This design comes from an exercise in tuning for small area, a short achievable clock period and few clock cycles per item on the open sky130 flow, not from production work.
Only simulation tests tie the RTL to the original design; equivalence was not proved.
No activity file was given, so power comes from the tool's default toggle rates.

==> design/flow/design.v <==
`default_nettype none
module startup_ctrl (
    input  logic clk,
    input  logic arst_n,
    output logic core_ready
);
    logic [1:0] cnt;
    always_ff @(posedge clk or negedge arst_n) begin
        if (!arst_n) begin
            cnt        <= '0;
            core_ready <= 1'b0;
        end else if (!core_ready) begin                    
            cnt <= cnt + 1'b1;
            if (cnt == 2'(3 - 1)) begin
                core_ready <= 1'b1;
            end
        end
    end
endmodule
`default_nettype wire
`default_nettype none
module front_end (
    input  logic                       clk,
    input  logic                       arst_n,
    input  logic                       core_ready,
    input  logic                       instr_valid,
    input  logic [16-1:0] instr,
    input  logic                       op_free,
    output logic                       is_valid,
    output logic [25-1:0]         is_instr,
    output logic                       rob_full
);
    localparam int QD = (8 - 2);
    logic [2:0]         wp;
    logic [2:0]         rp;
    logic [2:0]         fcnt;
    logic [2:0]         fcnt_nx;
    logic               accept;
    logic               q_empty;
    logic               is_free;
    logic               direct;
    logic               push;
    logic               pop;
    logic               is_load;
    logic               is_valid_nx;
    logic               op_valid_nx;
    logic [13-1:0] in_q;
    logic [13-1:0] q_head;
    logic [13-1:0] is_q;
    function automatic logic [25-1:0] decode(input logic [13-1:0] q);
        logic [25-1:0] x;
        logic               addi;
        addi          = (q[12:11] == 2'd3);
        x             = '0;
        x[24] = (q[12:11] != 2'd2) && (q[10:8] != 3'd0);
        x[23] = (q[12:11] == 2'd2) && (q[10:8] != 3'd0);
        x[22]  = (q[12:11] == 2'd1);
        x[21:19]   = q[10:8];
        for (int k = 1; k < 8; k++) begin
            x[12 + k - 1] = (q[7:5] == 3'(k));
            x[5 + k - 1]  = !addi && (q[2:0] == 3'(k));
        end
        x[4:0] = addi ? q[4:0] : 5'd0;
        decode = x;
    endfunction
    function automatic logic [2:0] incr(input logic [2:0] p);
        incr = (p == 3'(QD - 1)) ? 3'd0 : p + 3'd1;
    endfunction
    assign accept  = instr_valid & core_ready & ~rob_full;
    assign q_empty = (fcnt == 3'd0);
    assign is_free = ~is_valid | op_free;                  
    assign direct  = is_free & q_empty;
    assign push    = accept & ~direct;
    assign pop     = is_free & ~q_empty;
    assign is_load = (direct & accept) | pop;
    assign in_q[12:11]  = instr[15:14];
    assign in_q[10:8]  = instr[13:11];
    assign in_q[7:5] = instr[10:8];
    assign in_q[4:0]   = (instr[15:14] == 2'd3) ? instr[4:0]
                                                             : {instr[4:3], instr[7:5]};
    res_st #(.DEPTH(QD)) qu_queue (
        .clk(clk),
        .wr_en(push),
        .wr_addr(wp),
        .wr_data(in_q),
        .rd_addr(rp),
        .rd_data(q_head)
    );
    assign is_valid_nx = is_free ? (accept | ~q_empty) : 1'b1;
    assign op_valid_nx = op_free ? is_valid : 1'b1;
    assign fcnt_nx     = fcnt + 3'(push) - 3'(pop);
    always_ff @(posedge clk or negedge arst_n) begin
        if (!arst_n) begin
            wp       <= '0;
            rp       <= '0;
            fcnt     <= '0;
            is_valid <= 1'b0;
            rob_full <= 1'b0;
        end else begin
            if (push) wp <= incr(wp);
            if (pop)  rp <= incr(rp);
            fcnt     <= fcnt_nx;
            is_valid <= is_valid_nx;
            rob_full <= is_valid_nx & op_valid_nx & (fcnt_nx == 3'(QD));
        end
    end
    assign is_q = q_empty ? in_q : q_head;
    always_ff @(posedge clk) begin
        if (is_load) begin
            is_instr <= decode(is_q);
        end
    end
endmodule
`default_nettype wire
`default_nettype none
module res_st #(
    parameter int DEPTH = 8 - 1
) (
    input  logic               clk,
    input  logic               wr_en,
    input  logic [2:0]         wr_addr,
    input  logic [13-1:0] wr_data,
    input  logic [2:0]         rd_addr,
    output logic [13-1:0] rd_data
);
    logic [13-1:0] slots [DEPTH];
    always_ff @(posedge clk) begin
        for (int i = 0; i < DEPTH; i++) begin
            if (wr_en && wr_addr == 3'(i)) begin
                slots[i] <= wr_data;
            end
        end
    end
    always_comb begin
        rd_data = slots[0];
        for (int i = 1; i < DEPTH; i++) begin
            if (rd_addr == 3'(i)) begin
                rd_data = slots[i];
            end
        end
    end
endmodule
`default_nettype wire
`default_nettype none
module rf (
    input  logic                      clk,
    input  logic [8-1:1]  rs1_sel,
    input  logic [8-1:1]  rs2_sel,
    output logic [16-1:0] rs1_data,
    output logic [16-1:0] rs2_data,
    input  logic                      wr_en,
    input  logic                      clr,
    input  logic [2:0]                wr_addr,
    input  logic [16-1:0] wr_data
);
    logic [16-1:0] regs [1:8-1];
    always_ff @(posedge clk) begin
        for (int i = 1; i < 8; i++) begin
            if (clr || (wr_en && wr_addr == 3'(i))) begin
                regs[i] <= wr_data;
            end
        end
    end
    always_comb begin
        rs1_data = '0;
        rs2_data = '0;
        for (int i = 1; i < 8; i++) begin
            rs1_data = rs1_data | (regs[i] & {16{rs1_sel[i]}});
            rs2_data = rs2_data | (regs[i] & {16{rs2_sel[i]}});
        end
    end
endmodule
`default_nettype wire
`default_nettype none
module back_end (
    input  logic                      clk,
    input  logic                      arst_n,
    input  logic                      schedule_en,
    input  logic                      is_valid,
    input  logic [25-1:0]        is_instr,
    output logic                      op_free,
    output logic [8-1:1]  rs1_sel,
    output logic [8-1:1]  rs2_sel,
    input  logic [16-1:0] rs1_data,
    input  logic [16-1:0] rs2_data,
    output logic                      commit_valid,
    output logic [19-1:0]   commit
);
    logic                      credit;
    logic                      fire;
    logic                      load;
    logic                      fwd_a;
    logic                      fwd_b;
    logic                      byp_a;
    logic                      byp_b;
    logic [16-1:0] ld_a;
    logic [16-1:0] ld_b;
    logic                      op_valid;
    logic [16-1:0] a_q;
    logic [16-1:0] b_q;
    logic [2:0]                rd_q;
    logic                      sub_q;
    logic                      sel_x_q;
    logic                      sel_s_q;
    logic [2:0]                c_rd;
    logic [16-1:0] c_val;
    logic [16-1:0] op_a;
    logic [16-1:0] op_b;
    logic [16:0]   sum;
    logic [16-1:0] result;
    assign fire    = op_valid & credit;
    assign op_free = ~op_valid | fire;
    assign load    = op_free & is_valid;
    assign rs1_sel = is_instr[18:12];
    assign rs2_sel = is_instr[11:5];
    assign fwd_a = commit_valid & (c_rd != 3'd0) & rs1_sel[c_rd];
    assign fwd_b = commit_valid & (c_rd != 3'd0) & rs2_sel[c_rd];
    assign byp_a = fire & (rd_q != 3'd0) & rs1_sel[rd_q];
    assign byp_b = fire & (rd_q != 3'd0) & rs2_sel[rd_q];
    assign ld_a  = byp_a ? result : fwd_a ? c_val : rs1_data;
    assign ld_b  = (byp_b ? result : (fwd_b ? c_val : rs2_data) | {11'd0, is_instr[4:0]})
                 ^ {16{is_instr[22]}};
    always_ff @(posedge clk or negedge arst_n) begin
        if (!arst_n) begin
            credit       <= 1'b0;
            op_valid     <= 1'b0;
            commit_valid <= 1'b0;
            sel_x_q      <= 1'b0;
            sel_s_q      <= 1'b0;
        end else begin
            credit       <= schedule_en | (credit & ~fire);
            op_valid     <= op_free ? is_valid : 1'b1;
            commit_valid <= fire;
            if (load) begin
                sel_x_q <= is_instr[23];
                sel_s_q <= is_instr[24];
            end
        end
    end
    always_ff @(posedge clk) begin
        if (load) begin
            a_q   <= ld_a;
            b_q   <= ld_b;
            rd_q  <= is_instr[21:19];
            sub_q <= is_instr[22];
        end
    end
    always_comb begin
        op_a   = a_q;
        op_b   = b_q;
        sum    = {op_a, sub_q} + {op_b, sub_q};
        result = ((op_a ^ op_b) & {16{sel_x_q}})
               | (sum[16:1] & {16{sel_s_q}});
    end
    always_ff @(posedge clk) begin
        c_rd  <= rd_q;
        c_val <= result;
    end
    assign commit = {c_rd, c_val};                         
endmodule
`default_nettype wire
`default_nettype none
module qu_core
(
    input  logic                       clk,
    input  logic                       arst_n,
    input  logic                       instr_valid,
    input  logic [16-1:0] instr,
    input  logic                       schedule_en,
    output logic                       core_ready,
    output logic                       rob_full,
    output logic                       commit_valid,
    output logic [19-1:0]    commit
);
    logic                      op_free;
    logic                      is_valid;
    logic [25-1:0]        is_instr;
    logic [8-1:1]  rs1_sel;
    logic [8-1:1]  rs2_sel;
    logic [16-1:0] rs1_data;
    logic [16-1:0] rs2_data;
    startup_ctrl qu_startup_ctrl (
        .clk(clk),
        .arst_n(arst_n),
        .core_ready(core_ready)
    );
    front_end qu_front_end (
        .clk(clk),
        .arst_n(arst_n),
        .core_ready(core_ready),
        .instr_valid(instr_valid),
        .instr(instr),
        .op_free(op_free),
        .is_valid(is_valid),
        .is_instr(is_instr),
        .rob_full(rob_full)
    );
    rf qu_phy_rf (
        .clk(clk),
        .rs1_sel(rs1_sel),
        .rs2_sel(rs2_sel),
        .rs1_data(rs1_data),
        .rs2_data(rs2_data),
        .wr_en(commit_valid),
        .clr(~core_ready),
        .wr_addr(commit[19-1:16]),
        .wr_data(commit[16-1:0])
    );
    back_end qu_back_end (
        .clk(clk),
        .arst_n(arst_n),
        .schedule_en(schedule_en),
        .is_valid(is_valid),
        .is_instr(is_instr),
        .op_free(op_free),
        .rs1_sel(rs1_sel),
        .rs2_sel(rs2_sel),
        .rs1_data(rs1_data),
        .rs2_data(rs2_data),
        .commit_valid(commit_valid),
        .commit(commit)
    );
endmodule
`default_nettype wire
==> design/flow/run.sh <==
#!/bin/bash
# synth_recipe.tcl (not shown) runs the flow's synth.tcl, then flattens the netlist and writes it again
# the make line also repeats each setting of config.mk as NAME=value (left out here)
make -C /OpenROAD-flow-scripts/flow DESIGN_CONFIG=/design/flow/config.mk WORK_HOME=/design/flow/orfs CLKGATE_MAP_FILE= SYNTH_SCRIPT=/design/flow/synth_recipe.tcl finish
==> design/flow/config.mk <==
export PLATFORM = sky130hd
export DESIGN_NAME = qu_core
export DESIGN_NICKNAME = qu_core
export VERILOG_FILES = /design/flow/design.v
export SDC_FILE = /design/flow/constraint.sdc
export NUM_CORES = 4
export LEC_CHECK = 0
export ABC_AREA = 1
export CAP_MARGIN = 20
export CORE_MARGIN = 2
export CORE_UTILIZATION = 65
export CTS_CLUSTER_DIAMETER = 70
export CTS_CLUSTER_SIZE = 20
export PLACE_DENSITY = 0.75
export SETUP_SLACK_MARGIN = 3.0
export SLEW_MARGIN = 20
==> design/flow/constraint.sdc <==
create_clock -name core_clock -period 5.5 [get_ports {clk}]
set_input_delay 1.1000 -clock core_clock [delete_from_list [all_inputs] [get_ports {clk}]]
set_output_delay 1.1000 -clock core_clock [all_outputs]
set_load 0.01 [all_outputs]
==> qor.csv, run 1 <==
metric,value,unit
status,timing/DRC/antenna clean,
synth_top_family_by_area,simple AND/OR/NAND/NOR gates,
synth.avg_cell_area,9.55,um^2
min_path_type,flop to flop,
drv_cap,0,
worstSkewPairLatency,0.52,ns
final_common_cell,nand2_1,
yosysSeqAreaShare,59.7,%
wl_met2,18.3,mm
core,21200,um^2
crit_type,flop to flop,
setup_tns,0,ns
grt_pass1_wl,57.3,mm
synth-adder-area-share,2.69,%
min_path_cells,0,
ir_drop,0.453,mV
slew_headroom,25.3,%
rr_worst_depth,9,
drt-total-wl,37.4,mm
hold_viol,0,
cp-end-kind,flop,
die_y,151,um
cts_tree,yes,
highest_layer,met4,
finish.utilization,75.1,%
cts_buffer_depth,3,
place_hpwl,23.6,mm
wl_per_cell,20.6,um
grt_pass1_vias,10600,
cp_data_required_time,5.74,ns
skew,0.0271,ns
die-area,22800,um^2
grt_util_all_layers,33.6,%
r2r-start,qu_front_end.is_instr[14],
synth_fp_nets,1521,
power.density,670,nW/um^2
async_flop_share,6.57,%
synth_edf_count,251,
syn_area,14100,um^2
rows,53,
p_leak,6.52,nW
clock-sinks,289,
worstSetupStartpointType,flop,
start_util,66.5,%
synth-compound-area-share,6.40,%
path_clk_slew,0.08,ns
antenna_found_initial,0,
num_antenna_cells,0,
dr.pass1.iters,6,
root_buffer,clkbuf_16,
synth_seq_cells,289,
synthSimpleGateAreaFrac,24.8,%
via_per_inst,6.09,
port_buffers,41,
worst_slew_pin_slew,1.12,ns
h-tree-depth,1,
drc_errors,0,
setup_viol,0,
hold_buffers,0,
r2r-end,qu_back_end.a_q[8],
routabilityCongestion,0.867,
min_period_over_period,46.9,%
synthXorXnorAreaFrac,0.552,%
drive_gt1_share,11.7,%
grt_max_degree,41,
synthFlopType,edfxtp_1,
drtIter0Drc,1030,
yosysWarnings,7,
postRouteAntennaNets,0,
grt.overflow.total,0,
reg2reg_slack,2.92,ns
fmax,388,MHz
ios,42,
min_to,qu_back_end.c_rd[1],
crit_arrival,2.81,ns
wl_met1,13.6,mm
vias,11100,
synthCells,1472,
min_period,2.58,ns
hp-start,qu_back_end.rd_q[1],
die_w,151,um
finalNetCount,1575,
met3WireLength,3.36,mm
layout_common_cells,"nand2_1 (507), edfxtp_1 (251), nand3_1 (159)",
area_delta_synth_final,13.0,%
ys_types,51,
cts_buffers,19,
rsz0062_at_grt,yes,
synth_mux_area_share,0.142,%
cp_max_fo,32,
cp-startpoint,qu_front_end.is_instr[14],
maxSlewViolCount,0,
## final cells by class
type / count / area [um^2]
Inverter: 136 / 526
Timing Repair Buffer: 91 / 802
Tap cell: 275 / 344
Sequential cell: 289 / 8460
Clock buffer: 31 / 552
Timing Repair inverter: 1 / 7.51
Fill cell: 1476 / 5270
Multi-Input combinational cell: 988 / 5150
Clock inverter: 3 / 36.3
## cell usage after synthesis, types with 7 or more instances
cell type | count | area, um^2
nand3_1 | 162 | 811
or2_0 | 7 | 43.8
inv_2 | 8 | 30.0
o211ai_1 | 19 | 143
buf_2 | 20 | 100
nand4_1 | 27 | 169
dfrtp_1 | 19 | 475
a221oi_1 | 23 | 201
clkbuf_1 | 29 | 109
edfxtp_1 | 251 | 7540
o21ai_1 | 7 | 35.0
o21ai_0 | 43 | 215
dfxtp_1 | 19 | 380
nor3_1 | 7 | 35.0
a21oi_1 | 21 | 105
nand2_1 | 513 | 1930
ha_1 | 27 | 338
nor2_1 | 54 | 203
inv_1 | 128 | 480
or2_2 | 11 | 68.8
## worst max-delay path, stage by stage (launching register included)
cell,delay [ns]
edfxtp_1,1.02
inv_1,0.13
nand2_1,0.13
nand3_1,0.09
nand2_1,0.08
nand2_1,0.05
nand2_1,0.16
nand2_8,0.17
o21ai_0,0.35
o21ai_1,0.10
## worst max path at each step
stage / end / slack [ns]
2_1_floorplan: qu_front_end.qu_queue.slots[4][0] / 2.96
3_3_place_gp: qu_front_end.qu_queue.slots[1][10] / 2.16
3_5_place_dp: qu_front_end.qu_queue.slots[3][7] / 2.11
4_1_cts: qu_back_end.b_q[9] / 3.01
5_1_grt: qu_back_end.a_q[8] / 2.90
6_report: qu_back_end.a_q[8] / 2.92
## through the flow
step                      setup WS (ns)  instance area (um^2)  power [mW]  cells  hold WS, ns
after floorplan                    2.96                 14100        7.16   1472        0.371
after global placement             2.16                 14600        8.53   1732        0.389
after detailed placement           2.11                 14600        8.64   1732        0.391
after CTS                          3.01                 15600        10.3   1795        0.409
after global routing               2.90                 15900        11.4   1814        0.424
final                              2.92                 15900        10.6   1814        0.406
## state kept, by name, indices dropped and copies added, names as in the netlist, 2 cells and up
signal	flops
qu_phy_rf.regs	112
qu_front_end.qu_queue.slots	78
qu_front_end.is_instr	25
qu_back_end.a_q	16
qu_back_end.b_q	16
qu_back_end.c_val	16
qu_back_end.c_rd	3
qu_back_end.rd_q	3
qu_front_end.fcnt	3
qu_front_end.rp	3
qu_front_end.wp	3
qu_startup_ctrl.cnt	2
## metal layers
metal	global-route usage, %	vias to the layer above
li1	-	5115
met1	41.0	5175
met2	57.3	616
met3	5.57	149
met4	18.6	0
met5	0	-
## what timing repair did
action | CTS | global route
pin swaps | 11 | 6
cloned | 2 | 1
endpoints found under the setup margin | 160 | 64
gates resized for setup | 85 | 23
buffers inserted | 27 | 18
## kinds of logic after synthesis
logic type,count (synthesis)
AOI/OAI and AO/OA,138
DFF,289
xor gates and xnor gates,8
muxes,2
buffers and inverters,197
adders and majority gates,29
and+or+nand+nor,809
## power by group
group / switching, mW / internal, mW / total, mW
clock network: 0.738 / 0.706 / 1.44
registers: 0.666 / 3.29 / 3.96
logic: 3.44 / 1.81 / 5.24
total: 4.84 / 5.81 / 10.6
Testbench counts, summed over its fixed seeds: cycles 16,024, items 16,000.
==> run 2: changes to the inputs <==
--- a/design/flow/design.v
+++ b/design/flow/design.v
@@ -27,7 +27,7 @@
     input  logic [16-1:0] instr,
     input  logic                       op_free,
     output logic                       is_valid,
-    output logic [25-1:0]         is_instr,
+    output logic [29-1:0]         is_instr,
     output logic                       rob_full
 );
     localparam int QD = (8 - 2);
@@ -47,11 +47,19 @@
     logic [13-1:0] in_q;
     logic [13-1:0] q_head;
     logic [13-1:0] is_q;
-    function automatic logic [25-1:0] decode(input logic [13-1:0] q);
-        logic [25-1:0] x;
+    logic [2:0]         prev_rd;
+    logic [2:0]         prev2_rd;
+    function automatic logic [29-1:0] decode(input logic [13-1:0] q,
+                                                  input logic [2:0] r1,
+                                                  input logic [2:0] r2);
+        logic [29-1:0] x;
         logic               addi;
         addi          = (q[12:11] == 2'd3);
         x             = '0;
+        x[28]  = (r1 != 3'd0) && (q[7:5] == r1);
+        x[27]  = (r2 != 3'd0) && (q[7:5] == r2);
+        x[26]  = !addi && (r1 != 3'd0) && (q[2:0] == r1);
+        x[25]  = !addi && (r2 != 3'd0) && (q[2:0] == r2);
         x[24] = (q[12:11] != 2'd2) && (q[10:8] != 3'd0);
         x[23] = (q[12:11] == 2'd2) && (q[10:8] != 3'd0);
         x[22]  = (q[12:11] == 2'd1);
@@ -107,7 +115,16 @@
     assign is_q = q_empty ? in_q : q_head;
     always_ff @(posedge clk) begin
         if (is_load) begin
-            is_instr <= decode(is_q);
+            is_instr <= decode(is_q, prev_rd, prev2_rd);
+        end
+    end
+    always_ff @(posedge clk or negedge arst_n) begin
+        if (!arst_n) begin
+            prev_rd  <= '0;
+            prev2_rd <= '0;
+        end else if (is_load) begin
+            prev_rd  <= is_q[10:8];
+            prev2_rd <= prev_rd;
         end
     end
 endmodule
@@ -177,7 +194,7 @@
     input  logic                      arst_n,
     input  logic                      schedule_en,
     input  logic                      is_valid,
-    input  logic [25-1:0]        is_instr,
+    input  logic [29-1:0]        is_instr,
     output logic                      op_free,
     output logic [8-1:1]  rs1_sel,
     output logic [8-1:1]  rs2_sel,
@@ -213,10 +230,10 @@
     assign load    = op_free & is_valid;
     assign rs1_sel = is_instr[18:12];
     assign rs2_sel = is_instr[11:5];
-    assign fwd_a = commit_valid & (c_rd != 3'd0) & rs1_sel[c_rd];
-    assign fwd_b = commit_valid & (c_rd != 3'd0) & rs2_sel[c_rd];
-    assign byp_a = fire & (rd_q != 3'd0) & rs1_sel[rd_q];
-    assign byp_b = fire & (rd_q != 3'd0) & rs2_sel[rd_q];
+    assign byp_a = op_valid & is_instr[28];
+    assign byp_b = op_valid & is_instr[26];
+    assign fwd_a = commit_valid & (op_valid ? is_instr[27] : is_instr[28]);
+    assign fwd_b = commit_valid & (op_valid ? is_instr[25] : is_instr[26]);
     assign ld_a  = byp_a ? result : fwd_a ? c_val : rs1_data;
     assign ld_b  = (byp_b ? result : (fwd_b ? c_val : rs2_data) | {11'd0, is_instr[4:0]})
                  ^ {16{is_instr[22]}};
@@ -274,7 +291,7 @@
 );
     logic                      op_free;
     logic                      is_valid;
-    logic [25-1:0]        is_instr;
+    logic [29-1:0]        is_instr;
     logic [8-1:1]  rs1_sel;
     logic [8-1:1]  rs2_sel;
     logic [16-1:0] rs1_data;
--- a/design/flow/config.mk
+++ b/design/flow/config.mk
@@ -12,5 +12,5 @@
 export CTS_CLUSTER_DIAMETER = 70
 export CTS_CLUSTER_SIZE = 20
 export PLACE_DENSITY = 0.75
-export SETUP_SLACK_MARGIN = 3.0
+export SETUP_SLACK_MARGIN = 3.4
 export SLEW_MARGIN = 20
==> run 2 against run 1 <==
Against the previous run:
- largest cell class unchanged
- non-clock buffer count grew 89
- final cell count grew 0.55%
- critical path depth is the same
- largest power group unchanged
- flip-flop and latch count grew 10
- utilization grew 9.6 points
- worst hold slack lost 0.065 ns
- clock power is essentially flat
- clock skew grew 0.0055 ns
- total power grew 20%
==> qor.csv, run 2 <==
metric,value,unit
async_flop_share,8.36,%
skew,0.0327,ns
routabilityCongestion,0.913,
vias,11800,
postRouteAntennaNets,0,
synthFlopType,edfxtp_1,
die_w,151,um
ios,42,
yosys.area.top_type,edfxtp_1,
area_delta_synth_final,27.7,%
r2r-start,qu_back_end.op_valid,
worstSkewPairLatency,0.53,ns
status,timing/DRC/antenna clean,
min_path_type,flop to flop,
dp_cells,1649,
min_period_over_period,42.4,%
maxSlewViolCount,0,
drv_cap,0,
hold_viol,0,
dr.pass1.iters,8,
cp-end-kind,flop,
worstSetupStartpointType,flop,
grt.overflow.total,0,
clock-sinks,299,
cts_tree,yes,
rsz0062_at_grt,yes,
finalNetCount,1578,
ir_drop,0.395,mV
r2r-end,qu_back_end.a_q[3],
path_clk_slew,0.09,ns
min_period,2.33,ns
setup_tns,0,ns
rows,53,
synthCells,1379,
wl_per_cell,24.5,um
yosysTopAreaCellShare,54.8,%
grt_pass1_wl,58.2,mm
grt_max_degree,41,
core,21100,um^2
start_util,66.3,%
place_hpwl,23.8,mm
cts_buffer_depth,3,
cp_data_required_time,5.72,ns
h-tree-depth,1,
crit_type,flop to flop,
final_cell_area,17900,um^2
setup_viol,0,
drt-total-wl,44.6,mm
ys_types,51,
hold_buffers,0,
port_buffers,41,
crit_end,qu_back_end.a_q[3],
stdcell_count,1824,
worst_slew_pin_slew,0.902,ns
synth_seq_cells,299,
final_common_cell,nand2_1,
crit_arrival,2.55,ns
rr_worst_depth,9,
grt_util_all_layers,34.5,%
cp_max_fo,12,
synth_edf_count,255,
synth_common_cells,"nand2_1 (405), edfxtp_1 (255), nand3_1 (114), inv_1 (106), o21ai_0 (83)",
root_buffer,clkbuf_16,
synth_top_cells_by_area,"edfxtp_1 (55%), nand2_1 (11%), dfrtp_1 (4.5%)",
p_leak,7.07,nW
cp-startpoint,qu_back_end.op_valid,
slew_headroom,39.9,%
fin_hold_ws,0.341,ns
largest_register_ffs,112,
syn_area,14000,um^2
die_y,151,um
largest_registers,"qu_phy_rf.regs x112, qu_front_end.qu_queue.slots x78, qu_front_end.is_instr x29",
grt_pass1_vias,10500,
regMostFlops,qu_phy_rf.regs,
drive_gt1_share,31.5,%
fmax,429,MHz
power.density,716,nW/um^2
synth_fp_nets,1421,
via_per_inst,6.48,
die-area,22700,um^2
cts_buffers,19,
antenna_found_initial,0,
drc_errors,0,
layout_common_cells,"nand2_1 (348), edfxtp_1 (255), buf_4 (99)",
yosysMostFrequentCell,nand2_1,
reg2reg_slack,3.17,ns
num_antenna_cells,0,
yosysSeqAreaShare,62.0,%
place_area,14700,um^2
drtIter0Drc,1422,
synth.avg_cell_area,10.1,um^2
yosysWarnings,7,
==> run 2: cell types whose count changed after synthesis, moves of 8 or more <==
cell      previous run  this run
a21oi_1             21        43
a221oi_1            23        14
buf_2               20         5
inv_1              128       106
nand2_1            513       405
nand2_2              4        12
nand3_1            162       114
nand4_1             27        19
nor2_1              54        62
o211ai_1            19        11
o21ai_0             43        83
o22ai_1              1        14
xor2_1               4        13
==> run 2: layout make-up <==
| type | instances | area [um^2] |
|---|---|---|
| repair buffers | 180 | 1780 |
| well taps | 275 | 344 |
| multi-input cells | 913 | 5900 |
| repair inverters | 2 | 13.8 |
| flip-flops and latches | 299 | 8750 |
| inverters | 121 | 518 |
| clock inverters | 3 | 36.3 |
| fillers | 1076 | 3230 |
| clock buffers | 31 | 520 |
==> run 2: power breakdown <==
group          leakage (nW)  internal, mW  switching, mW  total [mW]
sequential             2.84          3.41          0.560        3.97
clock                 0.266         0.666          0.768        1.43
combinational          3.97          2.83           4.55        7.38
==> run 2: timing repair <==
item | CTS | global route
resized for setup | 247 | 242
endpoints found under the setup margin | 217 | 200
buffers inserted | 60 | 71
pin swaps | 32 | 101
cloned | 3 | 7
==> run 2: worst max-delay path, cell delays in order (launching register included) <==
cell,delay [ns]
dfrtp_2,0.45
buf_6,0.15
nand2_1,0.09
o21ai_2,0.06
nand2_2,0.08
buf_12,0.12
buf_4,0.21
nand2_1,0.07
o22ai_1,0.61
o21ai_0,0.20
==> run 2: through the flow <==
step	util (%)	total power, mW	setup slack (ns)
after global placement	69.5	8.36	2.13
after floorplan	-	7.06	2.97
after global routing	84.7	13.3	3.06
after CTS	76.5	10.6	3.24
final	84.7	12.8	3.17
after detailed placement	69.5	8.48	2.10
==> run 2: kinds of logic (layout without fill, tap and decap cells) <==
| group | count (synthesis) | after routing | synth area share (%) |
|---|---|---|---|
| and+or+nand+nor | 668 | 672 | 21.2 |
| buffers and inverters | 171 | 337 | 4.98 |
| adders and majority gates | 22 | 22 | 2.08 |
| xor gates and xnor gates | 15 | 15 | 0.940 |
| DFF | 299 | 299 | 62.0 |
| AOI/OAI and AO/OA | 204 | 204 | 8.84 |
==> run 2: metal layers <==
metal	vias to the layer above	global-route usage (%)	wire, um
met5	-	0	0
met2	892	61.7	22400
met1	5531	39.9	14500
li1	5112	-	-
met4	0	19.4	3600
met3	281	4.85	4040
==> run 2: worst min path at each step <==
stage	start	end	slack, ns	cells past startpoint
after floorplan	qu_back_end.rd_q[0]	qu_back_end.c_rd[0]	0.32	0
after global placement	qu_back_end.rd_q[2]	qu_back_end.c_rd[2]	0.32	0
after detailed placement	qu_back_end.rd_q[2]	qu_back_end.c_rd[2]	0.33	0
after CTS	qu_back_end.rd_q[2]	qu_back_end.c_rd[2]	0.35	0
after global routing	qu_back_end.rd_q[2]	qu_back_end.c_rd[2]	0.35	0
final	qu_back_end.rd_q[2]	qu_back_end.c_rd[2]	0.34	0
Testbench counts of run 2, summed over its fixed seeds: cycles 16,024, items 16,000.
==> run 3: changes to the inputs <==
==> design/flow/flow/run.sh (new file) <==
#!/bin/bash
set -euo pipefail
bash standard.sh SKIP_INCREMENTAL_REPAIR=1 finish > standard.log 2>&1
==> design/flow/standard.sh (new file) <==
#!/bin/bash
# synth_recipe.tcl (not shown) runs the flow's synth.tcl, then flattens the netlist and writes it again
# the make line also repeats each setting of config.mk as NAME=value (left out here)
make -C /OpenROAD-flow-scripts/flow DESIGN_CONFIG=/design/flow/config.mk WORK_HOME=/design/flow/orfs CLKGATE_MAP_FILE= SYNTH_SCRIPT=/design/flow/synth_recipe.tcl "${@:-finish}"
removed: design/flow/run.sh
==> run 3 against run 2 <==
Against the previous run:
- utilization shrank 8.2 points
- final cell count shrank 4.3%
- sequential power grew 4%
- worst hold slack gained 0.0062 ns
- still clean on timing, DRC and antenna
- highest routed layer unchanged
- first-iteration DRC count shrank 18%
- worst setup slack gained 0.039 ns
- critical path depth shrank 4
- clock-buffer cell count is the same
- area after synthesis is the same
- clock skew shrank 0.0015 ns
- final area shrank 9.7%
- total power shrank 16%
==> qor.csv, run 3 <==
metric,value,unit
r2r-start,qu_back_end.op_valid,
cp_max_fo,28,
die_y,151,um
largest_registers,"qu_phy_rf.regs x112, qu_front_end.qu_queue.slots x78, qu_front_end.is_instr x29",
synth_mux_area_share,0,%
ys_types,51,
finalNetCount,1500,
yosysSeqAreaShare,62.0,%
synth_top_family_by_area,simple AND/OR/NAND/NOR gates,
drv_cap,0,
layout_common_cells,"nand2_1 (388), edfxtp_1 (255), nand3_1 (110)",
cp-startpoint,qu_back_end.op_valid,
dp_cells,1649,
worst_slew_pin_slew,1.24,ns
yosysTopAreaCellShare,54.8,%
skew,0.0312,ns
fmax,436,MHz
die-area,22700,um^2
path_clk_slew,0.08,ns
maxSlewViolCount,0,
dr.pass1.iters,6,
h-tree-depth,1,
crit_arrival,2.52,ns
grt_max_degree,41,
via_per_inst,6.12,
synth.avg_cell_area,10.1,um^2
postRouteAntennaNets,0,
cts_buffer_depth,3,
synthCells,1379,
setup_tns,0,ns
min_period,2.29,ns
area_delta_synth_final,15.3,%
cts_tree,yes,
routabilityCongestion,0.913,
synth-adder-area-share,2.08,%
core,21100,um^2
num_antenna_cells,0,
yosys.area.top_type,edfxtp_1,
cp_data_required_time,5.73,ns
worstSetupStartpointType,flop,
grt.overflow.total,0,
clock-sinks,299,
total_power,10.8,mW
synthFlopType,edfxtp_1,
cts_buffers,19,
drtIter0Drc,1160,
synthSimpleGateAreaFrac,21.2,%
p_leak,6.40,nW
ir_drop,0.367,mV
synthXorXnorAreaFrac,0.940,%
root_buffer,clkbuf_16,
regMostFlops,qu_phy_rf.regs,
port_buffers,41,
wl_per_cell,21.8,um
rows,53,
syn_area,14000,um^2
grt_pass1_wl,58.2,mm
drive_gt1_share,18.4,%
yosysMostFrequentCell,nand2_1,
yosysWarnings,7,
post_cts_resized,247,
drc_errors,0,
vias,10700,
grt_util_all_layers,34.5,%
cp-end-kind,flop,
final_common_cell,nand2_1,
setup_viol,0,
worstSkewPairLatency,0.52,ns
grt_pass1_vias,10500,
start_util,66.3,%
finish.utilization,76.5,%
slew_headroom,17.1,%
postCtsSetupRepairBufs,60,
synth_seq_cells,299,
stdcell_count,1746,
drt-total-wl,38.1,mm
hold_viol,0,
hold_buffers,0,
rr_worst_depth,5,
synth_fp_nets,1421,
synth_top_cells_by_area,"edfxtp_1 (55%), nand2_1 (11%), dfrtp_1 (4.5%)",
async_flop_share,8.36,%
synth_edf_count,255,
crit_type,flop to flop,
ios,42,
synth_common_cells,"nand2_1 (405), edfxtp_1 (255), nand3_1 (114), inv_1 (106), o21ai_0 (83)",
antenna_found_initial,0,
min_path_cells,0,
hp-start,qu_back_end.rd_q[2],
status,timing/DRC/antenna clean,
synth-compound-area-share,8.84,%
largest_register_ffs,112,
die_w,151,um
min_period_over_period,41.7,%
power.density,667,nW/um^2
place_hpwl,23.8,mm
min_path_type,flop to flop,
[run 3: cell types whose count changed in the layout (fill, tap and decap cells not counted), moves of 10 or more]
| cell | change |
|---|---|
| nand2_1 | +40 |
| buf_6 | -18 |
| nand2_2 | -21 |
| nand3_1 | +40 |
| o21ai_0 | +17 |
| nand2_4 | -19 |
| buf_4 | -46 |
| nand3_2 | -31 |
| nor2_1 | +15 |
| buf_12 | -12 |
| nor2_2 | -10 |
[run 3: kinds of logic (layout without fill, tap and decap cells)]
group	Yosys count	count (layout)
AO/OA/AOI/OAI	204	204
XOR/XNOR	15	15
adder cells (fa/ha/maj)	22	22
buffers and inverters	171	261
flip-flops	299	299
AND/OR/NAND/NOR	668	670
[run 3: area by class of cell]
type	instances	area, um^2
Clock buffer	31	520
Inverter	121	482
Timing Repair Buffer	106	940
Tap cell	275	344
Sequential cell	299	8740
Multi-Input combinational cell	911	5060
Fill cell	1402	4960
Clock inverter	3	36.3
[run 3: report_power, final]
part / internal, mW / switching [mW] / leakage [nW]
clock network: 0.665 / 0.746 / 0.266
logic: 1.89 / 3.34 / 3.29
registers: 3.41 / 0.698 / 2.84
total: 5.97 / 4.79 / 6.40
[run 3: worst max-delay path, stage by stage, from the launching register on]
cell and delay (ns):
dfrtp_2 0.45, buf_4 0.16, nand2_1 0.15, clkinv_1 0.61
a211oi_1 0.54, a21oi_1 0.10
[run 3: worst paths after layout]
| kind | endpoint | slack (ns) |
|---|---|---|
| worst max register to register | qu_back_end.a_q[1] | 3.21 |
| worst max-delay path | qu_back_end.a_q[1] | 3.21 |
| worst min-delay path | qu_back_end.c_rd[2] | 0.35 |
| min in group asynchronous | qu_front_end.rp[2] | 0.97 |
| worst min register to register | qu_back_end.c_rd[2] | 0.35 |
| max in group asynchronous | qu_startup_ctrl.core_ready | 4.21 |
[run 3: layer usage]
| layer | part of all wire (%) | GRT usage, % |
|---|---|---|
| met2 | 51 | 61.7 |
| met1 | 34 | 39.9 |
| met4 | 6.5 | 19.4 |
| met3 | 8.3 | 4.85 |
| met5 | 0 | 0 |
[run 3: per-stage QoR]
stage                     hold slack (ns)  instance area, um^2  worst slack (ns)
final                               0.348                16100              3.21
after floorplan                     0.323                14100              2.97
after global routing                0.352                16100              3.05
after detailed placement            0.332                14700              2.10
after global placement              0.324                14700              2.13
after CTS                           0.347                16100              3.24
==> run 4: changes to the inputs <==
--- a/design/flow/design.v
+++ b/design/flow/design.v
@@ -27,7 +27,8 @@
     input  logic [16-1:0] instr,
     input  logic                       op_free,
     output logic                       is_valid,
-    output logic [29-1:0]         is_instr,
+    output logic [26-1:0]         is_instr,
+    output logic [2:0]                 is_rd,
     output logic                       rob_full
 );
     localparam int QD = (8 - 2);
@@ -49,21 +50,20 @@
     logic [13-1:0] is_q;
     logic [2:0]         prev_rd;
     logic [2:0]         prev2_rd;
-    function automatic logic [29-1:0] decode(input logic [13-1:0] q,
+    function automatic logic [26-1:0] decode(input logic [13-1:0] q,
                                                   input logic [2:0] r1,
                                                   input logic [2:0] r2);
-        logic [29-1:0] x;
+        logic [26-1:0] x;
         logic               addi;
         addi          = (q[12:11] == 2'd3);
         x             = '0;
-        x[28]  = (r1 != 3'd0) && (q[7:5] == r1);
-        x[27]  = (r2 != 3'd0) && (q[7:5] == r2);
-        x[26]  = !addi && (r1 != 3'd0) && (q[2:0] == r1);
-        x[25]  = !addi && (r2 != 3'd0) && (q[2:0] == r2);
-        x[24] = (q[12:11] != 2'd2) && (q[10:8] != 3'd0);
-        x[23] = (q[12:11] == 2'd2) && (q[10:8] != 3'd0);
-        x[22]  = (q[12:11] == 2'd1);
-        x[21:19]   = q[10:8];
+        x[25]  = (r1 != 3'd0) && (q[7:5] == r1);
+        x[24]  = (r2 != 3'd0) && (q[7:5] == r2);
+        x[23]  = !addi && (r1 != 3'd0) && (q[2:0] == r1);
+        x[22]  = !addi && (r2 != 3'd0) && (q[2:0] == r2);
+        x[21] = (q[12:11] != 2'd2) && (q[10:8] != 3'd0);
+        x[20] = (q[12:11] == 2'd2) && (q[10:8] != 3'd0);
+        x[19]  = (q[12:11] == 2'd1);
         for (int k = 1; k < 8; k++) begin
             x[12 + k - 1] = (q[7:5] == 3'(k));
             x[5 + k - 1]  = !addi && (q[2:0] == 3'(k));
@@ -118,6 +118,7 @@
             is_instr <= decode(is_q, prev_rd, prev2_rd);
         end
     end
+    assign is_rd = prev_rd;
     always_ff @(posedge clk or negedge arst_n) begin
         if (!arst_n) begin
             prev_rd  <= '0;
@@ -194,7 +195,8 @@
     input  logic                      arst_n,
     input  logic                      schedule_en,
     input  logic                      is_valid,
-    input  logic [29-1:0]        is_instr,
+    input  logic [26-1:0]        is_instr,
+    input  logic [2:0]                is_rd,
     output logic                      op_free,
     output logic [8-1:1]  rs1_sel,
     output logic [8-1:1]  rs2_sel,
@@ -230,13 +232,13 @@
     assign load    = op_free & is_valid;
     assign rs1_sel = is_instr[18:12];
     assign rs2_sel = is_instr[11:5];
-    assign byp_a = op_valid & is_instr[28];
-    assign byp_b = op_valid & is_instr[26];
-    assign fwd_a = commit_valid & (op_valid ? is_instr[27] : is_instr[28]);
-    assign fwd_b = commit_valid & (op_valid ? is_instr[25] : is_instr[26]);
+    assign byp_a = op_valid & is_instr[25];
+    assign byp_b = op_valid & is_instr[23];
+    assign fwd_a = commit_valid & (op_valid ? is_instr[24] : is_instr[25]);
+    assign fwd_b = commit_valid & (op_valid ? is_instr[22] : is_instr[23]);
     assign ld_a  = byp_a ? result : fwd_a ? c_val : rs1_data;
     assign ld_b  = (byp_b ? result : (fwd_b ? c_val : rs2_data) | {11'd0, is_instr[4:0]})
-                 ^ {16{is_instr[22]}};
+                 ^ {16{is_instr[19]}};
     always_ff @(posedge clk or negedge arst_n) begin
         if (!arst_n) begin
             credit       <= 1'b0;
@@ -249,8 +251,8 @@
             op_valid     <= op_free ? is_valid : 1'b1;
             commit_valid <= fire;
             if (load) begin
-                sel_x_q <= is_instr[23];
-                sel_s_q <= is_instr[24];
+                sel_x_q <= is_instr[20];
+                sel_s_q <= is_instr[21];
             end
         end
     end
@@ -258,8 +260,8 @@
         if (load) begin
             a_q   <= ld_a;
             b_q   <= ld_b;
-            rd_q  <= is_instr[21:19];
-            sub_q <= is_instr[22];
+            rd_q  <= is_rd;
+            sub_q <= is_instr[19];
         end
     end
     always_comb begin
@@ -291,7 +293,8 @@
 );
     logic                      op_free;
     logic                      is_valid;
-    logic [29-1:0]        is_instr;
+    logic [26-1:0]        is_instr;
+    logic [2:0]                is_rd;
     logic [8-1:1]  rs1_sel;
     logic [8-1:1]  rs2_sel;
     logic [16-1:0] rs1_data;
@@ -310,6 +313,7 @@
         .op_free(op_free),
         .is_valid(is_valid),
         .is_instr(is_instr),
+        .is_rd(is_rd),
         .rob_full(rob_full)
     );
     rf qu_phy_rf (
@@ -329,6 +333,7 @@
         .schedule_en(schedule_en),
         .is_valid(is_valid),
         .is_instr(is_instr),
+        .is_rd(is_rd),
         .op_free(op_free),
         .rs1_sel(rs1_sel),
         .rs2_sel(rs2_sel),
==> design/flow/flow/run.sh (replaced) <==
#!/bin/bash
set -euo pipefail
bash standard.sh cts > standard_cts.log 2>&1
bash standard.sh SETUP_SLACK_MARGIN=3.2 finish > standard_finish.log 2>&1
==> run 4 against run 3 <==
Against the previous run:
- die area decreased by 2.0%
- register-to-register slack improved by 0.02 ns
- via count up 1.9%
- final area up 0.14%
- total power shrank 0.46%
==> qor.csv, run 4 <==
metric,value,unit
port_buffers,41,
power.density,663,nW/um^2
start_util,65.8,%
maxSlewViolCount,0,
h-tree-depth,1,
stdcell_count,1753,
drtIter0Drc,1268,
grt_pass1_vias,10500,
status,timing/DRC/antenna clean,
path_clk_slew,0.08,ns
yosysSeqAreaShare,62.6,%
min_path_cells,0,
routabilityCongestion,0.931,
clock_power_share,13.1,%
yosys.area.top_type,edfxtp_1,
crit_type,flop to flop,
min_period_over_period,41.3,%
swShare,44.1,%
ios,42,
power.share.combinational,50.2,%
hp-start,qu_back_end.rd_q[2],
setup_viol,0,
largest_register_ffs,112,
regMostFlops,qu_phy_rf.regs,
crit_arrival,2.70,ns
worst_slew_pin_slew,0.927,ns
via_per_inst,6.22,
cts_buffer_depth,3,
clock-sinks,296,
synth_top_cells_by_area,"edfxtp_1 (55%), nand2_1 (12%), nand3_1 (4.8%)",
cts_buffers,19,
setup_tns,0,ns
hold_buffers,0,
synth_common_cells,"nand2_1 (426), edfxtp_1 (252), nand3_1 (132), inv_1 (88), o21ai_0 (71)",
async_flop_share,8.45,%
p_sw,4.73,mW
drc_errors,0,
grt_util_all_layers,35.5,%
synth.avg_cell_area,10.0,um^2
yosysMostFrequentCell,nand2_1,
cp-end-kind,flop,
place_hpwl,23.2,mm
grt.overflow.total,0,
cp_data_required_time,5.92,ns
synth_fp_nets,1405,
synth_edf_count,252,
largest_registers,"qu_phy_rf.regs x112, qu_front_end.qu_queue.slots x78, qu_front_end.is_instr x26",
min_to,qu_back_end.c_rd[2],
rsz0062_at_grt,yes,
die_y,149,um
num_antenna_cells,0,
drive_gt1_share,19.6,%
worstSkewPairLatency,0.52,ns
p_seq_share,36.7,%
intPower,5.98,mW
min_path_type,flop to flop,
grt_pass1_wl,58.7,mm
dr.pass1.iters,5,
rr_worst_depth,12,
finalNetCount,1507,
grt_max_degree,41,
drt-total-wl,38.6,mm
root_buffer,clkbuf_16,
cts_tree,yes,
final_common_cell,nand2_1,
fin_hold_ws,0.354,ns
reg2reg_slack,3.23,ns
min_period,2.27,ns
die_w,149,um
area_delta_synth_final,17.9,%
skew,0.0179,ns
slew_headroom,38.2,%
fmax,440,MHz
cp_max_fo,2,
p_leak,6.36,nW
ys_types,47,
synth_seq_cells,296,
postRouteAntennaNets,0,
synthFlopType,edfxtp_1,
rows,53,
wl_per_cell,22.0,um
vias,10900,
dp_cells,1640,
ir_drop,0.397,mV
antenna_found_initial,0,
r2r-start,qu_front_end.fcnt[1],
drv_cap,0,
layout_common_cells,"nand2_1 (400), edfxtp_1 (252), nand3_1 (123)",
yosysTopAreaCellShare,55.3,%
yosysWarnings,7,
core,20800,um^2
syn_area,13700,um^2
hold_viol,0,
die-area,22200,um^2
r2r-end,qu_front_end.rob_full,
synthCells,1363,
worstSetupStartpointType,flop,
run 4: changes by cell type after synthesis, sizes merged, moves of 5 or more:
cell	previous run	this run
nand2	422	430
o22ai	14	6
clkbuf	35	40
nand4	19	25
nand3	123	136
o211ai	14	5
inv	117	95
o2111ai	6	1
run 4: per-layer routing:
layer | vias to the layer above | global-route usage [%] | routed length, um
met5 | - | 0 | 0
met4 | 0 | 21.9 | 2660
met3 | 165 | 4.59 | 3160
met2 | 684 | 60.9 | 19300
met1 | 5102 | 43.1 | 13400
li1 | 4944 | - | -
run 4: final cells by class:
type	instances	area (um^2)
multi-input cells	923	5000
flip-flops and latches	296	8660
clock buffers	29	523
well taps	275	344
fillers	1352	4670
repair buffers	130	1190
clock inverters	5	37.5
inverters	95	394
run 4: through the flow:
| step | area, um^2 | worst slack [ns] | utilization, % | power, mW |
|---|---|---|---|---|
| global placement | 14400 | 2.07 | 69.3 | 8.13 |
| floorplan | 13800 | 2.97 | - | 6.79 |
| global route | 16200 | 3.14 | 77.6 | 11.3 |
| finish | 16200 | 3.23 | 77.6 | 10.7 |
| detailed placement | 14400 | 2.07 | 69.3 | 8.22 |
| CTS | 16000 | 3.26 | 77.1 | 10.4 |
run 4: kinds of logic (layout without fill, tap and decap cells):
| kind of cell | count (synthesis) | in the layout | synth area share (%) |
|---|---|---|---|
| DFF | 296 | 296 | 62.6 |
| muxes | 2 | 2 | 0.146 |
| xor gates and xnor gates | 15 | 15 | 0.959 |
| buffers and inverters | 149 | 259 | 4.28 |
| AOI/OAI and AO/OA | 185 | 185 | 7.98 |
| and+or+nand+nor | 694 | 699 | 21.9 |
| adders and majority gates | 22 | 22 | 2.12 |
run 4: power groups by stage:
stage               Clock [mW]  Sequential [mW]  Combinational, mW
floorplan                    0             3.66               3.13
global placement             0             4.04               4.09
detailed placement           0             4.06               4.16
CTS                       1.41             3.91               5.12
global route              1.50             3.97               5.87
finish                    1.41             3.93               5.38
run 4: how the worst max path moves through the flow:
| stage | cells after the start | start | to |
|---|---|---|---|
| global route | 12 | qu_front_end.fcnt[1] | qu_front_end.rob_full |
| detailed placement | 7 | instr_valid | qu_front_end.qu_queue.slots[0][4] |
| floorplan | 10 | instr_valid | qu_front_end.rob_full |
| CTS | 12 | qu_front_end.fcnt[0] | qu_front_end.rob_full |
| finish | 12 | qu_front_end.fcnt[1] | qu_front_end.rob_full |
| global placement | 7 | instr_valid | qu_front_end.qu_queue.slots[0][3] |
run 4: timing repair:
action / in CTS / in global routing
pin swaps: 31 / 4
setup endpoints to repair: 182 / 10
setup buffers: 67 / 7
gates resized for setup: 265 / 10
cloned: 5 / 0
run 4: worst max-delay path, cell delays in order (launching register included):
cell     delay [ns]
dfrtp_2        0.45
nor3_4         0.24
inv_4          0.07
nand2_8        0.08
inv_4          0.03
ha_4           0.20
inv_2          0.06
ha_4           0.12
inv_2          0.03
fa_2           0.34
xor2_1         0.16
xor2_1         0.16
nor4_1         0.23
Testbench counts of run 4, summed over its fixed seeds: cycles 16,024, items 16,000.
==> run 5: changes to the inputs <==
--- a/design/flow/config.mk
+++ b/design/flow/config.mk
@@ -8,9 +8,9 @@
 export ABC_AREA = 1
 export CAP_MARGIN = 20
 export CORE_MARGIN = 2
-export CORE_UTILIZATION = 65
+export CORE_UTILIZATION = 60
 export CTS_CLUSTER_DIAMETER = 70
 export CTS_CLUSTER_SIZE = 20
-export PLACE_DENSITY = 0.75
+export PLACE_DENSITY = 0.72
 export SETUP_SLACK_MARGIN = 3.4
 export SLEW_MARGIN = 20
==> run 5 against run 4 <==
Against the previous run:
- critical path depth is the same
- total power down 0.71%
- final cell count rose by 0.11%
- sequential share of layout area rose by 0.14 points
- maximum frequency grew 2.3%
- combinational power decreased by 2%
- global-route usage decreased by 2.6 points
- via count decreased by 2.2%
- die area increased by 8.1%
- clock-buffer cell count up 1
- sequential power is 1% higher
- final area down 0.29%
- critical endpoint unchanged
- largest cell class unchanged
==> qor.csv, run 5 <==
metric,value,unit
status,timing/DRC/antenna clean,
maxSlewViolCount,0,
hold_buffers,0,
crit_end,qu_front_end.rob_full,
finalNetCount,1499,
skew,0.0174,ns
die_w,155,um
dr.pass1.iters,5,
wl_per_cell,22.1,um
worstSetupStartpointType,flop,
area_delta_synth_final,17.6,%
rr_worst_depth,12,
total_power,10.6,mW
final_common_cell,nand2_1,
drv_cap,0,
multi_input_area,5040,um^2
drtIter0Drc,1075,
rows,55,
yosys.area.top_type,edfxtp_1,
largest_registers,"qu_phy_rf.regs x112, qu_front_end.qu_queue.slots x78, qu_front_end.is_instr x26",
cts_tree,yes,
fill_cells,1656,
dp_cells,1644,
r2r-start,qu_front_end.fcnt[0],
drt-total-wl,38.8,mm
hold_viol,0,
path_cells,nor3_4 > inv_4 > nand2_8 > inv_4 > ha_4 > inv_4 > ha_4 > inv_2 > fa_2 > xor2_1 > xor2_1 > nor4_1,
worstSkewPairLatency,0.52,ns
crit_type,flop to flop,
grt.overflow.total,0,
grt_pass1_vias,10600,
cp_slowest_stage_delay,0.41,ns
power.density,660,nW/um^2
cp_data_required_time,5.92,ns
vias,10700,
crit_arrival,2.64,ns
highest_layer,met4,
via_per_inst,6.07,
num_antenna_cells,0,
ios,42,
routabilityCongestion,0.921,
wl_met1,14.0,mm
min_period_over_period,40.4,%
synth_top_cells_by_area,"edfxtp_1 (55%), nand2_1 (12%), nand3_1 (4.8%)",
grt_max_degree,41,
fin_hold_ws,0.358,ns
yosysMostFrequentCell,nand2_1,
crit_slowest_cell,dfrtp_1,
worst_slew_pin_slew,0.839,ns
synth_fp_nets,1405,
largest_register_ffs,112,
wl_met2,19.7,mm
yosysTopAreaCellShare,55.3,%
drc_errors,0,
synthCells,1363,
antenna_found_initial,0,
ir_drop,0.420,mV
cts_buffer_depth,3,
cpMostUsedCell,inv_4,
fmax,450,MHz
synthFlopType,edfxtp_1,
port_buffers,41,
yosysSeqAreaShare,62.6,%
synth.avg_cell_area,10.0,um^2
r2r-end,qu_front_end.rob_full,
setup_viol,0,
met3WireLength,2.77,mm
postRouteAntennaNets,0,
cp_max_fo,2,
yosysWarnings,7,
h-tree-depth,1,
cts_buffers,19,
layout_common_cells,"nand2_1 (405), edfxtp_1 (252), nand3_1 (118)",
min_path_cells,0,
root_buffer,clkbuf_16,
grt_pass1_wl,59.5,mm
slew_headroom,44.1,%
min_period,2.22,ns
cp-end-kind,flop,
die_y,155,um
reg2reg_slack,3.28,ns
min_path_type,flop to flop,
ys_types,47,
synth_seq_cells,296,
regArea,8650,um^2
p_leak,6.33,nW
start_util,60.9,%
die-area,24000,um^2
grt_util_all_layers,32.9,%
synth_edf_count,252,
synth_common_cells,"nand2_1 (426), edfxtp_1 (252), nand3_1 (132), inv_1 (88), o21ai_0 (71)",
drive_gt1_share,19.3,%
cp-startpoint,qu_front_end.fcnt[0],
rsz0062_at_grt,yes,
setup_tns,0,ns
place_hpwl,23.6,mm
syn_area,13700,um^2
core,22500,um^2
stdcell_count,1755,
clock-sinks,296,
regMostFlops,qu_phy_rf.regs,
path_clk_slew,0.08,ns
async_flop_share,8.45,%
## run 5: cell types whose count changed in the layout (fill, tap and decap cells not counted), moves of 2 or more
| cell | change |
|---|---|
| ha_1 | +2 |
| nand3_1 | -5 |
| buf_4 | -2 |
| inv_4 | +2 |
| nand3_2 | +5 |
| buf_6 | -2 |
| buf_12 | -3 |
| nand2_1 | +5 |
| nand2_4 | +3 |
| ha_4 | -2 |
| nand2_2 | -9 |
## run 5: worst min-delay path by stage
stage	start	endpoint
detailed placement	qu_back_end.rd_q[1]	qu_back_end.c_rd[1]
CTS	qu_back_end.rd_q[1]	qu_back_end.c_rd[1]
global placement	qu_back_end.rd_q[1]	qu_back_end.c_rd[1]
finish	qu_back_end.rd_q[1]	qu_back_end.c_rd[1]
global route	qu_back_end.rd_q[1]	qu_back_end.c_rd[1]
floorplan	qu_back_end.rd_q[0]	qu_back_end.c_rd[0]
## run 5: logic make-up (layout without fill, tap and decap cells)
family	after synthesis	after routing	synth area share [%]
AND/OR/NAND/NOR	694	698	21.9
flip-flops	296	296	62.6
AO/OA/AOI/OAI	185	185	7.98
buffers and inverters	149	252	4.28
adder cells (fa/ha/maj)	22	22	2.12
XOR/XNOR	15	15	0.959
multiplexers	2	2	0.146
## run 5: layout make-up
class	instances	share of cell area, %
multi-input cells	922	31.3
repair buffers	123	6.87
clock inverters	4	0.241
clock buffers	30	3.23
flip-flops and latches	296	53.7
inverters	95	2.42
well taps	285	2.21
## run 5: metal layers
layer  global-route usage [%]  up-vias
li1                         -     4923
met1                     39.2     5013
met2                     58.1      569
met3                     4.60      153
met4                     17.8        0
met5                        0        -
## run 5: through the flow
| stage | setup slack, ns | utilization (%) | instance area [um^2] |
|---|---|---|---|
| 3_5_place_dp | 2.04 | 64.0 | 14400 |
| 6_report | 3.28 | 71.6 | 16100 |
| 5_1_grt | 3.14 | 71.6 | 16100 |
| 4_1_cts | 3.28 | 71.2 | 16000 |
| 2_1_floorplan | 2.97 | - | 13800 |
| 3_3_place_gp | 2.14 | 64.0 | 14400 |
## run 5: critical path, delay by kind of cell (launching register included)
| family | cells | cell delay [ns] |
|---|---|---|
| fa+ha+maj | 3 | 0.67 |
| simple gates | 3 | 0.56 |
| flops | 1 | 0.41 |
| xor+xnor | 2 | 0.30 |
| buf+inv | 4 | 0.19 |
## run 5: report_power, final
group | switching, mW | total (mW) | leakage, nW | internal [mW]
clock | 0.730 | 1.40 | 0.270 | 0.666
sequential | 0.615 | 3.97 | 2.81 | 3.35
combinational | 3.36 | 5.27 | 3.26 | 1.91
## run 5: timing repair
action                                  4_1_cts  5_1_grt
endpoints found under the setup margin      198       10
pin swaps                                    33        2
gates cloned                                  4        0
gates resized for setup                     264       10
buffers inserted                             69        2

## re-timing with driven ports
In the flow no input, the clock included, has a driving cell. The finished layouts below were timed again as built, in two steps. Step 1 sets driving cells, clkbuf_16 on the clock port and buf_2 on the other inputs (assumed; they add their load-dependent delay and slew). Step 2 moves the port delays by t, midway between the first and last clock arrival at a register: inputs arrive t later, outputs are due t later. That takes back most of the time a late clock gives input paths. Slacks: ideal ports / drivers / drivers and shift; pairs: ideal ports / drivers.
run | shift t [ns] | setup WS [ns] | worst slew at a driven data input, ns
run 1 | 0.557 | 2.922 / 2.922 / 2.601 | 0.03
run 2 | 0.569 | 3.167 / 3.167 / 2.723 | 0.06
run 3 | 0.558 | 3.206 / 3.203 / 2.692 | 0.06
run 4 | 0.564 | 3.226 / 3.226 / 2.759 | 0.04
run 5 | 0.556 | 3.278 / 3.268 / 2.741 | 0.04
After both steps setup and hold are still met in every run listed. For run 5, which loses most, drivers alone change the setup slack by -0.010 ns; drivers and shift together by -0.537 ns.
